From an optimization exercise on the open Yosys and OpenROAD flow, aimed at small area, a short achievable clock period and few clock cycles per item; shortcuts taken in it are not production practice.
Where RTL was checked, it was by simulation tests only, not by an equivalence proof against the original.
Power and IR drop assume default switching activity. The flow treats the clock pin as an ideal source, which a real chip does not have.

job 103:
==> flow/design.v <==
module byte_memory_ctrl #(
    parameter int    DEPTH     = 64,
    parameter int    ADDR_W    = 32,
    parameter int    LATENCY   = 1
) (
    input  logic              clk,
    input  logic              rst_n,
    input  logic              req_valid,
    output logic              req_ready,
    input  logic              req_write,
    input  logic [1:0]        req_size,
    input  logic              req_unsigned,
    input  logic [ADDR_W-1:0] req_addr,
    input  logic [31:0]       req_wdata,
    output logic              resp_valid,
    output logic              resp_err,
    output logic [31:0]       resp_rdata
);
    localparam int IDX_W = $clog2(DEPTH);
    localparam int ROWS  = DEPTH / 4;
    logic        w_err;
    logic [1:0]  w_off;
    logic [3:0]  w_lane_we;      
    logic [31:0] w_lane_data;
    assign w_err = (req_size == 2'b11) ||
                   ((req_size == 2'b01) && req_addr[0]) ||
                   ((req_size == 2'b10) && (req_addr[1:0] != 2'b00)) ||
                   (|req_addr[ADDR_W-1:IDX_W]);
    assign w_off = req_addr[1:0];
    always_comb begin
        w_lane_data[7:0]   = req_wdata[7:0];
        w_lane_data[15:8]  = (req_size[1] | req_size[0]) ? req_wdata[15:8] : req_wdata[7:0];
        w_lane_data[23:16] = req_size[1] ? req_wdata[23:16] : req_wdata[7:0];
        w_lane_data[31:24] = req_size[1] ? req_wdata[31:24] : w_lane_data[15:8];
    end
    always_comb begin
        w_lane_we   = 4'b0000;
        case (req_size)
            2'b00:   w_lane_we = 4'b1000 >> w_off;
            2'b01:   w_lane_we = w_off[1] ? 4'b0011 : 4'b1100;
            default: w_lane_we = 4'b1111;
        endcase
        if (!(rst_n && req_valid && req_write && !w_err)) w_lane_we = 4'b0000;
    end
    logic [31:0] r_mem [ROWS];       
    logic              s1_valid;
    logic              s1_err;
    logic [ROWS-1:0]   s1_rhot;      
    logic [1:0]        s1_off;
    logic              s1_word;      
    logic              s1_half;      
    logic              s1_sgn;       
    logic              s1_zero;      
    always_ff @(posedge clk) begin
        s1_valid <= rst_n & req_valid;
        s1_err   <= w_err;
        s1_rhot  <= ROWS'(1) << req_addr[IDX_W-1:2];
        s1_off   <= w_off;
        s1_word  <= req_size[1];
        s1_half  <= req_size == 2'b01;
        s1_sgn   <= ~req_unsigned & ~req_size[1];
        s1_zero  <= w_err | req_write;
    end
    assign req_ready = 1'b1;
    logic [ROWS-1:0] w_row_hot;      
    assign w_row_hot = ROWS'(1) << req_addr[IDX_W-1:2];
    logic [31:0] w_row_word;
    always_comb begin
        w_row_word = '0;
        for (int r = 0; r < ROWS; r++)
            w_row_word = w_row_word | ({32{s1_rhot[r] & ~s1_zero}} & r_mem[r]);
    end
    always_ff @(posedge clk) begin
        for (int r = 0; r < ROWS; r++) begin
            for (int l = 0; l < 4; l++) begin
                if (w_row_hot[r] && w_lane_we[3-l])
                    r_mem[r][31-8*l -: 8] <= w_lane_data[31-8*l -: 8];
            end
        end
    end
    logic              s2_valid;
    logic              s2_err;
    logic [31:0]       s2_word;      
    logic [1:0]        s2_off;
    logic              s2_word_ld;
    logic              s2_half;
    logic              s2_sgn;
    always_ff @(posedge clk) begin
        s2_valid   <= rst_n & s1_valid;
        s2_err     <= s1_err;
        s2_word    <= w_row_word;
        s2_off     <= s1_off;
        s2_word_ld <= s1_word;
        s2_half    <= s1_half;
        s2_sgn     <= s1_sgn;
    end
    logic [7:0]  w_b0, w_b1;
    logic        w_fill;
    logic [31:0] w_load;
    always_comb begin
        case (s2_off)
            2'b00:   w_b0 = s2_word[31:24];
            2'b01:   w_b0 = s2_word[23:16];
            2'b10:   w_b0 = s2_word[15:8];
            default: w_b0 = s2_word[7:0];
        endcase
        w_b1 = s2_off[1] ? s2_word[7:0] : s2_word[23:16];
    end
    always_comb begin
        w_fill = s2_sgn & w_b0[7];
        if (s2_word_ld)   w_load = s2_word;
        else if (s2_half) w_load = {{16{w_fill}}, w_b0, w_b1};
        else              w_load = {{24{w_fill}}, w_b0};
    end
    logic        r_resp_valid;
    logic        r_resp_err;
    logic [31:0] r_resp_rdata;
    always_ff @(posedge clk) begin
        r_resp_valid <= rst_n & s2_valid;
        r_resp_err   <= s2_err;
        r_resp_rdata <= w_load;
    end
    assign resp_valid = r_resp_valid;
    assign resp_err   = r_resp_err;
    assign resp_rdata = r_resp_rdata;
endmodule
Settings: LEC_CHECK=0, CAP_MARGIN=20, CORE_MARGIN=2, CORE_UTILIZATION=50, CTS_CLUSTER_DIAMETER=200, CTS_CLUSTER_SIZE=30, GPL_ROUTABILITY_DRIVEN=1, PLACE_DENSITY=0.65, SLEW_MARGIN=20; clock period 10.0 ns.
standard.sh (not shown) runs the stock make flow with config.mk's settings and CLKGATE_MAP_FILE= SYNTH_SCRIPT=/design/flow/synth_recipe.tcl, a recipe that flattens the netlist after the stock synthesis.
==> flow/flow/run.sh <==
#!/bin/bash
# Standard ORFS layout (the standard.sh) with:
#  - a tighter timing-repair target (the clock period and constraints are unchanged),
#  - the smallest buffer on every port (repair upsizes the ones that need it),
#  - clock tree synthesis without dummy balancing loads.
export SETUP_SLACK_MARGIN=7
export BUFFER_PORTS_ARGS="-buffer_cell sky130_fd_sc_hd__buf_1"
export CTS_ARGS="-sink_clustering_enable -repair_clock_nets -sink_clustering_size 30 -sink_clustering_max_diameter 200 -dont_use_dummy_load"
bash standard.sh > standard.log 2>&1
Job 103 | stages: all done | timing, DRC, antenna: all pass
[inputs] job 101 vs job 103
diff --git a/flow/design.v b/flow/design.v
--- a/flow/design.v
+++ b/flow/design.v
@@ -40,43 +40,47 @@
             2'b01:   w_lane_we = w_off[1] ? 4'b0011 : 4'b1100;
             default: w_lane_we = 4'b1111;
         endcase
         if (!(rst_n && req_valid && req_write && !w_err)) w_lane_we = 4'b0000;
     end
-    logic [31:0] r_mem [ROWS];       
     logic              s1_valid;
     logic              s1_err;
+    logic [3:0]        s1_lwe;
     logic [ROWS-1:0]   s1_rhot;      
     logic [1:0]        s1_off;
+    logic [31:0]       s1_ldata;
     logic              s1_word;      
     logic              s1_half;      
     logic              s1_sgn;       
     logic              s1_zero;      
     always_ff @(posedge clk) begin
         s1_valid <= rst_n & req_valid;
         s1_err   <= w_err;
+        s1_lwe   <= w_lane_we;
         s1_rhot  <= ROWS'(1) << req_addr[IDX_W-1:2];
         s1_off   <= w_off;
+        s1_ldata <= w_lane_data;
         s1_word  <= req_size[1];
         s1_half  <= req_size == 2'b01;
         s1_sgn   <= ~req_unsigned & ~req_size[1];
         s1_zero  <= w_err | req_write;
     end
     assign req_ready = 1'b1;
-    logic [ROWS-1:0] w_row_hot;      
-    assign w_row_hot = ROWS'(1) << req_addr[IDX_W-1:2];
+    logic [31:0] r_mem [ROWS];       
+    logic [ROWS-1:0] w_row_hot;
+    assign w_row_hot = s1_rhot;
     logic [31:0] w_row_word;
     always_comb begin
         w_row_word = '0;
         for (int r = 0; r < ROWS; r++)
             w_row_word = w_row_word | ({32{s1_rhot[r] & ~s1_zero}} & r_mem[r]);
     end
     always_ff @(posedge clk) begin
         for (int r = 0; r < ROWS; r++) begin
             for (int l = 0; l < 4; l++) begin
-                if (w_row_hot[r] && w_lane_we[3-l])
-                    r_mem[r][31-8*l -: 8] <= w_lane_data[31-8*l -: 8];
+                if (w_row_hot[r] && s1_lwe[3-l])
+                    r_mem[r][31-8*l -: 8] <= s1_ldata[31-8*l -: 8];
             end
         end
     end
     logic              s2_valid;
     logic              s2_err;
==> results.txt <==
In job 101 the clock latency on the worst-skew pair turned out 0.02 ns lower than in job 103.
Diff job 103 -> job 101: number of clock buffer instances in the layout up about 4%; area of the die rose by 1500 sq um; synthesized cell area now larger.
Going from job 103 to job 101, wire length decreased 9.6%; fraction of power consumed by sequential logic rose 2.1 points.
Testbench counts of job 101, summed over its fixed seeds: cycles 16,024, items 16,000.
The RTL of job 103 was laid out without a check of its function.

afterwards: timing with drivers on the ports:
In the flow no input, the clock included, has a driving cell. The finished layouts below were timed again as built, in two steps. Step 1: set_driving_cell puts a clkbuf_16 on clk and a buf_2 on each other input, an assumption about the parent block. Step 2, shift: input delay + t, output delay - t, t = (earliest + latest rising clock arrival at the registers) / 2. This alone moves slack from input paths to output paths. a / b / c = ideal / step 1 / step 2; a / b = the first two.
| run | t, ns | setup WS [ns] | worst setup path after step 2 |
|---|---|---|---|
| job 103 | 0.645 | 6.828 / 6.824 / 6.179 | input to register |
| job 101 | 0.637 | 6.948 / 6.893 / 6.500 | input to register |
After both steps setup and hold are still met in every run listed. The setup slack of job 103, which loses most, moves by -0.004 ns with the drivers and by -0.649 ns with both steps.
